What follows belongs to an exercise in optimizing a design on an open flow for small area; a production flow would make more cautious choices. Where RTL was checked, it was by simulation tests only, not by an equivalence proof against the original. Power and IR drop assume default switching activity. The clock port is modelled as an ideal driver; clocking choices that lean on that would not hold on a real chip.

==> run a <==
==> flow/design.v <==
`timescale 1ns/1ps
module delay_increment_comparator #(
  parameter int DW_INTEGER  = 18,
  parameter int DW_FRACTION = 8,
  parameter int DW_DELAY    = 12,
  parameter int N_HALF      = 32
) (
  input  logic                                    clk,
  input  logic                                    rst,
  input  logic                                    configure,
  input  logic signed [DW_INTEGER+DW_FRACTION:0]  term_pos_n,
  input  logic signed [DW_INTEGER+DW_FRACTION:0]  term_neg_n,
  input  logic                                    term_ready,
  output logic                                    term_ack,
  output logic        [DW_DELAY-1:0]              delay_pos,
  output logic        [DW_DELAY-1:0]              delay_neg,
  output logic        [4:0]                       elem_idx,
  output logic        [15:0]                      point_idx,
  output logic                                    out_valid,
  input  logic                                    out_ready,
  output logic                                    overflow
);
  localparam int TW = DW_INTEGER + DW_FRACTION + 1;
  localparam int AW = TW + 2;
  localparam int EW = AW + DW_DELAY;    
  localparam logic [1:0] S_IDLE = 2'd0, S_CAPTURE = 2'd1, S_UPDATE = 2'd2, S_OUTPUT = 2'd3;
  logic [1:0]          state_q;
  logic                term_ack_q;
  logic                out_valid_q;
  logic                overflow_q;
  logic                ovf_pend_q;
  logic                first_q;
  logic [4:0]          elem_q;
  logic [15:0]         point_q;
  logic [EW-1:0]       ring_pos [N_HALF];
  logic [EW-1:0]       ring_neg [N_HALF-1];
  logic                take;
  logic                is_center;
  logic [EW-1:0]       new_pos, new_neg;
  logic                ovf_pos, ovf_neg;
  function automatic logic [EW:0] step(input logic [EW-1:0] cur,
                                       input logic [TW-1:0] term);
    logic [DW_DELAY-1:0]         cnt;
    logic [DW_DELAY:0]           cn;
    logic [AW-1:0]               s;
    logic signed [AW-DW_FRACTION:0] hi, k, t2;
    logic                        ge, ov;
    logic [AW-DW_FRACTION-1:0]   rem;
    cnt  = cur[EW-1:AW];
    s    = cur[AW-1:0] + {{(AW-TW){term[TW-1]}}, term};
    hi   = $signed({s[AW-1], s[AW-1:DW_FRACTION]});
    k    = $signed({{(AW-DW_FRACTION-DW_DELAY-1){1'b0}}, cnt, 1'b1});
    cn   = {1'b0, cnt} + 1'b1;
    t2   = cn[DW_DELAY] ? $signed((AW-DW_FRACTION+1)'(1) <<< (DW_DELAY+1))
                        : $signed({{(AW-DW_FRACTION-DW_DELAY-1){1'b0}}, cn[DW_DELAY-1:0], 2'b00});
    ge   = (hi >= k);
    ov   = (hi >= t2);
    rem  = s[AW-1:DW_FRACTION] - (ge ? {{(AW-DW_FRACTION-DW_DELAY-1){1'b0}}, cnt, 1'b1} : '0);
    step = {ge & ov, cnt + DW_DELAY'(ge), rem, s[DW_FRACTION-1:0]};
  endfunction
  assign take      = (state_q == S_CAPTURE) && term_ready && !rst && !configure;
  assign is_center = (elem_q == 5'd0);
  always_comb begin
    {ovf_pos, new_pos} = step(first_q ? '0 : ring_pos[0], term_pos_n);
    {ovf_neg, new_neg} = step(first_q ? '0 : ring_neg[0], term_neg_n);
  end
  always_ff @(posedge clk) begin
    if (take) begin
      for (int i = 0; i < N_HALF - 1; i++) ring_pos[i] <= ring_pos[i+1];
      ring_pos[N_HALF-1] <= new_pos;
    end
  end
  always_ff @(posedge clk) begin
    if (take && !is_center) begin
      for (int i = 0; i < N_HALF - 2; i++) ring_neg[i] <= ring_neg[i+1];
      ring_neg[N_HALF-2] <= new_neg;
    end
  end
  always_ff @(posedge clk) begin
    if (rst || configure) begin
      first_q <= 1'b1;
    end else if (take) begin
      ovf_pend_q <= ovf_pos | (~is_center & ovf_neg);
      if (elem_q == 5'(N_HALF - 1)) first_q <= 1'b0;
    end
  end
  always_ff @(posedge clk) begin
    if (rst || configure) begin
      state_q     <= rst ? S_IDLE : S_CAPTURE;
      term_ack_q  <= 1'b0;
      out_valid_q <= 1'b0;
      overflow_q  <= 1'b0;
      elem_q      <= '0;
      point_q     <= '0;
    end else begin
      case (state_q)
        S_IDLE: begin
          term_ack_q <= 1'b0;
        end
        S_CAPTURE: begin
          if (term_ready) begin
            term_ack_q <= 1'b1;
            state_q    <= S_UPDATE;
          end
        end
        S_UPDATE: begin
          term_ack_q  <= 1'b0;
          out_valid_q <= 1'b1;
          overflow_q  <= overflow_q | ovf_pend_q;
          state_q     <= S_OUTPUT;
        end
        default: begin
          if (out_ready) begin
            out_valid_q <= 1'b0;
            state_q     <= S_CAPTURE;
            if (elem_q == 5'(N_HALF - 1)) begin
              elem_q  <= '0;
              point_q <= point_q + 16'd1;
            end else begin
              elem_q  <= elem_q + 5'd1;
            end
          end
        end
      endcase
    end
  end
  assign term_ack  = term_ack_q;
  assign out_valid = out_valid_q;
  assign overflow  = overflow_q;
  assign delay_pos = ring_pos[N_HALF-1][EW-1:AW];
  assign delay_neg = is_center ? ring_pos[N_HALF-1][EW-1:AW] : ring_neg[N_HALF-2][EW-1:AW];
  assign elem_idx  = elem_q;
  assign point_idx = point_q;
endmodule
==> flow/run.sh <==
#!/bin/bash
# synth_recipe.tcl (not shown) runs the flow's synth.tcl, then flattens the netlist and writes it again
# the make line also repeats each setting of config.mk as NAME=value (left out here)
make -C /OpenROAD-flow-scripts/flow DESIGN_CONFIG=/design/flow/config.mk WORK_HOME=/design/flow/orfs CLKGATE_MAP_FILE= SYNTH_SCRIPT=/design/flow/synth_recipe.tcl finish
==> flow/config.mk <==
export PLATFORM = sky130hd
export DESIGN_NAME = delay_increment_comparator
export DESIGN_NICKNAME = delay_increment_comparator
export VERILOG_FILES = /design/flow/design.v
export SDC_FILE = /design/flow/constraint.sdc
export NUM_CORES = 4
export LEC_CHECK = 0
export CAP_MARGIN = 20
export CORE_MARGIN = 2
export CORE_UTILIZATION = 75
export CTS_CLUSTER_DIAMETER = 100
export CTS_CLUSTER_SIZE = 25
export PLACE_DENSITY = 0.8
export SLEW_MARGIN = 20
==> flow/constraint.sdc <==
create_clock -name core_clock -period 10.0 [get_ports {clk}]
set_input_delay 2.0000 -clock core_clock [delete_from_list [all_inputs] [get_ports {clk}]]
set_output_delay 2.0000 -clock core_clock [all_outputs]
set_load 0.01 [all_outputs]
==> run b: changes against run a <==
==> flow/design.v, changed modules only <==
module delay_increment_comparator #(
  parameter int DW_INTEGER  = 18,
  parameter int DW_FRACTION = 8,
  parameter int DW_DELAY    = 12,
  parameter int N_HALF      = 32
) (
  input  logic                                    clk,
  input  logic                                    rst,
  input  logic                                    configure,
  input  logic signed [DW_INTEGER+DW_FRACTION:0]  term_pos_n,
  input  logic signed [DW_INTEGER+DW_FRACTION:0]  term_neg_n,
  input  logic                                    term_ready,
  output logic                                    term_ack,
  output logic        [DW_DELAY-1:0]              delay_pos,
  output logic        [DW_DELAY-1:0]              delay_neg,
  output logic        [4:0]                       elem_idx,
  output logic        [15:0]                      point_idx,
  output logic                                    out_valid,
  input  logic                                    out_ready,
  output logic                                    overflow
);
  localparam int TW = DW_INTEGER + DW_FRACTION + 1;
  localparam int AW = TW + 2;
  localparam int EW = AW + DW_DELAY;    
  localparam int HW = AW - DW_FRACTION;
  localparam logic [1:0] S_IDLE = 2'd0, S_CAPTURE = 2'd1, S_UPDATE = 2'd2, S_OUTPUT = 2'd3;
  logic [1:0]          state_q;
  logic                term_ack_q;
  logic                out_valid_q;
  logic                overflow_q;
  logic                first_q;
  logic [4:0]          elem_q;
  logic [15:0]         point_q;
  logic [EW-1:0]       ring_pos [N_HALF];
  logic [EW-1:0]       ring_neg [N_HALF-1];
  logic                take;
  logic                is_center;
  logic [EW-1:0]       sum_pos, sum_neg;
  logic [EW-1:0]       nrm_pos, nrm_neg;
  logic                ovf_pos, ovf_neg;
  function automatic logic [AW:0] ripple(input logic [AW-1:0] a, input logic [AW-1:0] b,
                                         input logic cin, input int w);
    logic c;
    ripple = '0;
    c = cin;
    for (int i = 0; i < w; i++) begin
      ripple[i] = a[i] ^ b[i] ^ c;
      c         = (a[i] & b[i]) | (c & (a[i] ^ b[i]));
    end
    ripple[w] = c;
  endfunction
  localparam int SPLIT = 17;
  function automatic logic [EW-1:0] accum(input logic [EW-1:0] cur, input logic first,
                                          input logic [TW-1:0] term);
    logic [EW-1:0]       h;
    logic [AW-1:0]       t, s;
    logic [AW:0]         lo, up;
    logic                p;
    h  = first ? '0 : cur;
    t  = {{(AW-TW){term[TW-1]}}, term};
    lo = ripple(h[AW-1:0], t, 1'b0, SPLIT);
    up = ripple(AW'(h[AW-1:SPLIT]), AW'(t[AW-1:SPLIT]), 1'b0, AW - SPLIT);
    s[SPLIT-1:0] = lo[SPLIT-1:0];
    p = 1'b1;
    for (int i = SPLIT; i < AW; i++) begin
      s[i] = up[i-SPLIT] ^ (lo[SPLIT] & p);
      p    = p & up[i-SPLIT];
    end
    accum = {h[EW-1:AW], s};
  endfunction
  localparam int CW = DW_DELAY + 1;
  function automatic logic [EW:0] settle(input logic [EW-1:0] cur);
    logic [DW_DELAY-1:0]  cnt, cn, cnt_nx;
    logic                 cwrap;
    logic [HW-1:0]        hi, rem;
    logic [AW:0]          d, o;
    logic                 neg, big, ge, ov, b;
    logic [DW_DELAY-1:0]  tq;
    cnt   = cur[EW-1:AW];
    hi    = cur[AW-1:DW_FRACTION];
    neg   = hi[HW-1];
    big   = |hi[HW-2:CW];
    d     = ripple(AW'(hi[CW-1:1]), AW'(~cnt), hi[0], DW_DELAY);
    ge    = ~neg & (big | d[DW_DELAY]);
    b     = ~d[DW_DELAY];
    rem   = '0;
    rem[0] = ~hi[0];
    rem[CW-1:1] = d[DW_DELAY-1:0];
    for (int i = CW; i < HW; i++) begin
      rem[i] = hi[i] ^ b;
      b      = b & ~hi[i];
    end
    {cwrap, cn} = {1'b0, cnt} + 1'b1;
    cnt_nx = ge ? cn : cnt;
    tq    = {cn[DW_DELAY-1] | cwrap, cn[DW_DELAY-2:0]};
    o     = ripple(AW'(hi[CW:2]), AW'(~tq), 1'b1, DW_DELAY);
    ov    = ~neg & ((|hi[HW-2:CW+1]) | o[DW_DELAY]);
    settle = {ge & ov, cnt_nx, ge ? rem : hi, cur[DW_FRACTION-1:0]};
  endfunction
  assign take      = (state_q == S_CAPTURE) && term_ready && !rst && !configure;
  assign is_center = (elem_q == 5'd0);
  always_comb begin
    sum_pos            = accum(ring_pos[0], first_q, term_pos_n);
    sum_neg            = accum(ring_neg[0], first_q, term_neg_n);
    {ovf_pos, nrm_pos} = settle(ring_pos[N_HALF-1]);
    {ovf_neg, nrm_neg} = settle(ring_neg[N_HALF-2]);
  end
  always_ff @(posedge clk) begin
    if (take) begin
      for (int i = 0; i < N_HALF - 2; i++) ring_pos[i] <= ring_pos[i+1];
      ring_pos[N_HALF-2] <= nrm_pos;
      ring_pos[N_HALF-1] <= sum_pos;
    end
  end
  always_ff @(posedge clk) begin
    if (take && !is_center) begin
      for (int i = 0; i < N_HALF - 3; i++) ring_neg[i] <= ring_neg[i+1];
      ring_neg[N_HALF-3] <= nrm_neg;
      ring_neg[N_HALF-2] <= sum_neg;
    end
  end
  always_ff @(posedge clk) begin
    if (rst || configure) begin
      first_q <= 1'b1;
    end else if (take && elem_q == 5'(N_HALF - 1)) begin
      first_q <= 1'b0;
    end
  end
  always_ff @(posedge clk) begin
    if (rst || configure) begin
      state_q     <= rst ? S_IDLE : S_CAPTURE;
      term_ack_q  <= 1'b0;
      out_valid_q <= 1'b0;
      overflow_q  <= 1'b0;
      elem_q      <= '0;
      point_q     <= '0;
    end else begin
      case (state_q)
        S_IDLE: begin
          term_ack_q <= 1'b0;
        end
        S_CAPTURE: begin
          if (term_ready) begin
            term_ack_q <= 1'b1;
            state_q    <= S_UPDATE;
          end
        end
        S_UPDATE: begin
          term_ack_q  <= 1'b0;
          out_valid_q <= 1'b1;
          overflow_q  <= overflow_q | ovf_pos | (~is_center & ovf_neg);
          state_q     <= S_OUTPUT;
        end
        default: begin
          if (out_ready) begin
            out_valid_q <= 1'b0;
            state_q     <= S_CAPTURE;
            if (elem_q == 5'(N_HALF - 1)) begin
              elem_q  <= '0;
              point_q <= point_q + 16'd1;
            end else begin
              elem_q  <= elem_q + 5'd1;
            end
          end
        end
      endcase
    end
  end
  assign term_ack  = term_ack_q;
  assign out_valid = out_valid_q;
  assign overflow  = overflow_q;
  assign delay_pos = nrm_pos[EW-1:AW];
  assign delay_neg = is_center ? nrm_pos[EW-1:AW] : nrm_neg[EW-1:AW];
  assign elem_idx  = elem_q;
  assign point_idx = point_q;
endmodule
==> flow/flow/run.sh (new file) <==
#!/bin/bash
# Own layout flow: the standard flow (standard.sh, unchanged synthesis) with
# smaller port buffers and a clock tree without dummy loads.
set -euo pipefail
cd "$(dirname "$0")/.."
CTS="-sink_clustering_enable -repair_clock_nets -sink_clustering_size ${CTS_SIZE:-30} -sink_clustering_max_diameter ${CTS_DIAM:-80} -dont_use_dummy_load"
bash standard.sh \
  "BUFFER_PORTS_ARGS=-buffer_cell sky130_fd_sc_hd__buf_1" \
  "CTS_ARGS=$CTS" \
  finish > standard.log 2>&1
==> flow/standard.sh (new file) <==
#!/bin/bash
# synth_recipe.tcl (not shown) runs the flow's synth.tcl, then flattens the netlist and writes it again
# the make line also repeats each setting of config.mk as NAME=value (left out here)
make -C /OpenROAD-flow-scripts/flow DESIGN_CONFIG=/design/flow/config.mk WORK_HOME=/design/flow/orfs CLKGATE_MAP_FILE= SYNTH_SCRIPT=/design/flow/synth_recipe.tcl "${@:-finish}"
--- a/flow/config.mk
+++ b/flow/config.mk
@@ -8,7 +8,7 @@
 export CAP_MARGIN = 20
 export CORE_MARGIN = 2
-export CORE_UTILIZATION = 75
-export CTS_CLUSTER_DIAMETER = 100
-export CTS_CLUSTER_SIZE = 25
-export PLACE_DENSITY = 0.8
+export CORE_UTILIZATION = 70
+export CTS_CLUSTER_DIAMETER = 80
+export CTS_CLUSTER_SIZE = 30
+export PLACE_DENSITY = 0.75
 export SLEW_MARGIN = 20
removed: flow/run.sh
==> run c: changes against run a <==
--- a/flow/design.v
+++ b/flow/design.v
@@ -41,21 +41,15 @@
   function automatic logic [EW:0] step(input logic [EW-1:0] cur,
                                        input logic [TW-1:0] term);
-    logic [DW_DELAY-1:0]         cnt;
-    logic [DW_DELAY:0]           cn;
-    logic [AW-1:0]               s;
-    logic signed [AW-DW_FRACTION:0] hi, k, t2;
-    logic                        ge, ov;
-    logic [AW-DW_FRACTION-1:0]   rem;
-    cnt  = cur[EW-1:AW];
-    s    = cur[AW-1:0] + {{(AW-TW){term[TW-1]}}, term};
-    hi   = $signed({s[AW-1], s[AW-1:DW_FRACTION]});
-    k    = $signed({{(AW-DW_FRACTION-DW_DELAY-1){1'b0}}, cnt, 1'b1});
-    cn   = {1'b0, cnt} + 1'b1;
-    t2   = cn[DW_DELAY] ? $signed((AW-DW_FRACTION+1)'(1) <<< (DW_DELAY+1))
-                        : $signed({{(AW-DW_FRACTION-DW_DELAY-1){1'b0}}, cn[DW_DELAY-1:0], 2'b00});
-    ge   = (hi >= k);
-    ov   = (hi >= t2);
-    rem  = s[AW-1:DW_FRACTION] - (ge ? {{(AW-DW_FRACTION-DW_DELAY-1){1'b0}}, cnt, 1'b1} : '0);
-    step = {ge & ov, cnt + DW_DELAY'(ge), rem, s[DW_FRACTION-1:0]};
+    logic [DW_DELAY-1:0]  cnt, cnt_nx;
+    logic signed [AW-1:0] acc, s, th, th_nx, rem;
+    cnt    = cur[EW-1:AW];
+    acc    = cur[AW-1:0];
+    s      = acc + $signed({{(AW-TW){term[TW-1]}}, term});
+    th     = $signed({{(AW-DW_DELAY-1-DW_FRACTION){1'b0}}, cnt, 1'b1, {DW_FRACTION{1'b0}}});
+    rem    = s - th;
+    cnt_nx = cnt + DW_DELAY'(1);
+    th_nx  = $signed({{(AW-DW_DELAY-1-DW_FRACTION){1'b0}}, cnt_nx, 1'b1, {DW_FRACTION{1'b0}}});
+    if (s >= th) step = {(rem >= th_nx), cnt_nx, rem};
+    else         step = {1'b0, cnt, s};
   endfunction
   assign take      = (state_q == S_CAPTURE) && term_ready && !rst && !configure;
--- a/flow/config.mk
+++ b/flow/config.mk
@@ -8,7 +8,4 @@
 export CAP_MARGIN = 20
 export CORE_MARGIN = 2
-export CORE_UTILIZATION = 75
-export CTS_CLUSTER_DIAMETER = 100
-export CTS_CLUSTER_SIZE = 25
-export PLACE_DENSITY = 0.8
+export CORE_UTILIZATION = 50
 export SLEW_MARGIN = 20
==> notes.md <==
number of H-tree levels 5; Final WS setup between 2 and 2.5 ns; floorplan row count 152; Total GRT Usage 0.146; grt peak-use layer met1; Taps Inserted 2,310; switching power share of the total 0.189; Top Layer Used met4; P per Cell Area around 220 nW/µm²; Synth Register Bits ~2,600; Seq/total area 0.792; status complete, no violations; Non-clk bufs approximately 140; Synth cell types 77; Fmax 128 MHz; crit path to ring_pos[31][31]$_DFFE_PP_; most frequent cells in the layout edfxtp_1 (2,586), clkbuf_16 (284), ha_1 (118), clkdlybuf4s50_1 (106), nor2_1 (85); post_cts resized 0; Power Internal approximately 18 mW
[end of results for run c]
==> notes.md <==
post_cts resized 0; Fmax between 100 and 150 MHz; switching power share of the total 0.194; Synth cell types 88; P per Cell Area approximately 190 nW/µm²; status complete, no violations; largest cells by area after synthesis edfxtp_1 (90%), ha_1 (2.0%), xnor2_1 (0.88%), nor2b_1 (0.63%), dfxtp_1 (0.58%); Power Internal between 10 and 15 mW; Synth Register Bits 2,611; floorplan row count about 120; clk_buf instances between 100 and 150; Taps Inserted about 1,500; number of H-tree levels 3; crit share post-route 0.947; Final WS setup between 0.5 and 0.6 ns; Non-clk bufs 146; Seq/total area 0.843; crit path to ring_pos[31][23]$_DFFE_PP_; most frequent cells in the layout edfxtp_1 (2,586), ha_1 (140), clkbuf_16 (115), clkdlybuf4s50_1 (106), nor2_1 (99); Top Layer Used met5
[end of results for run a]
==> notes.md <==
status complete, no violations; Power Internal about 14 mW; Synth cell types 49; switching power share of the total 0.176; Post-Synth Simple-Gate Area 0.0178; Total GRT Usage 0.185; grt peak-use layer met1; number of H-tree levels 3; floorplan row count between 100 and 150; most frequent cells in the layout edfxtp_1 (2,585), buf_1 (106), clkbuf_16 (99), inv_1 (77), fa_1 (76); Non-clk bufs around 140; Seq/total area 0.881; Top Layer Used met4; crit path to delay_neg[4]; post_cts resized 2; Synth Register Bits between 2,000 and 3,000; Final WS setup approximately 0.21 ns; P per Cell Area approximately 190 nW/µm²; Taps Inserted around 1,500; Fmax about 100 MHz
[end of results for run b]
Function not checked in run a: the RTL went through the layout flow alone.

==> what the ideal ports hide <==
The results above use ideal ports. As a check the final layouts listed here were re-extracted and re-timed, cells and wires unchanged.
Step 1: set_driving_cell puts a clkbuf_16 on clk and a buf_2 on each other input, an assumption about the parent block.
Step 2 times the ports against the registers' clock, not the clock port: input delays grow and output delays shrink by t, the midpoint of the rising clock arrivals with the driver on.
a / b / c = ideal / step 1 / step 2; a / b = the first two.
| run | t (ns) | slack for setup (ns) | worst hold slack (ns) |
|---|---|---|---|
| run a | 0.819 | 0.534 / 0.579 / -0.240 | 0.396 / 0.396 / 0.396 |
| run b | 0.766 | 0.209 / 0.132 / -0.069 | 0.403 / 0.403 / 0.403 |
| run c | 0.943 | 2.174 / 2.230 / 1.287 | 0.385 / 0.385 / 0.385 |
With both steps, setup timing fails in run a and run b, where it was met with ideal ports. For run c, which loses most, drivers alone change the setup slack by +0.056 ns; drivers and shift together by -0.887 ns.
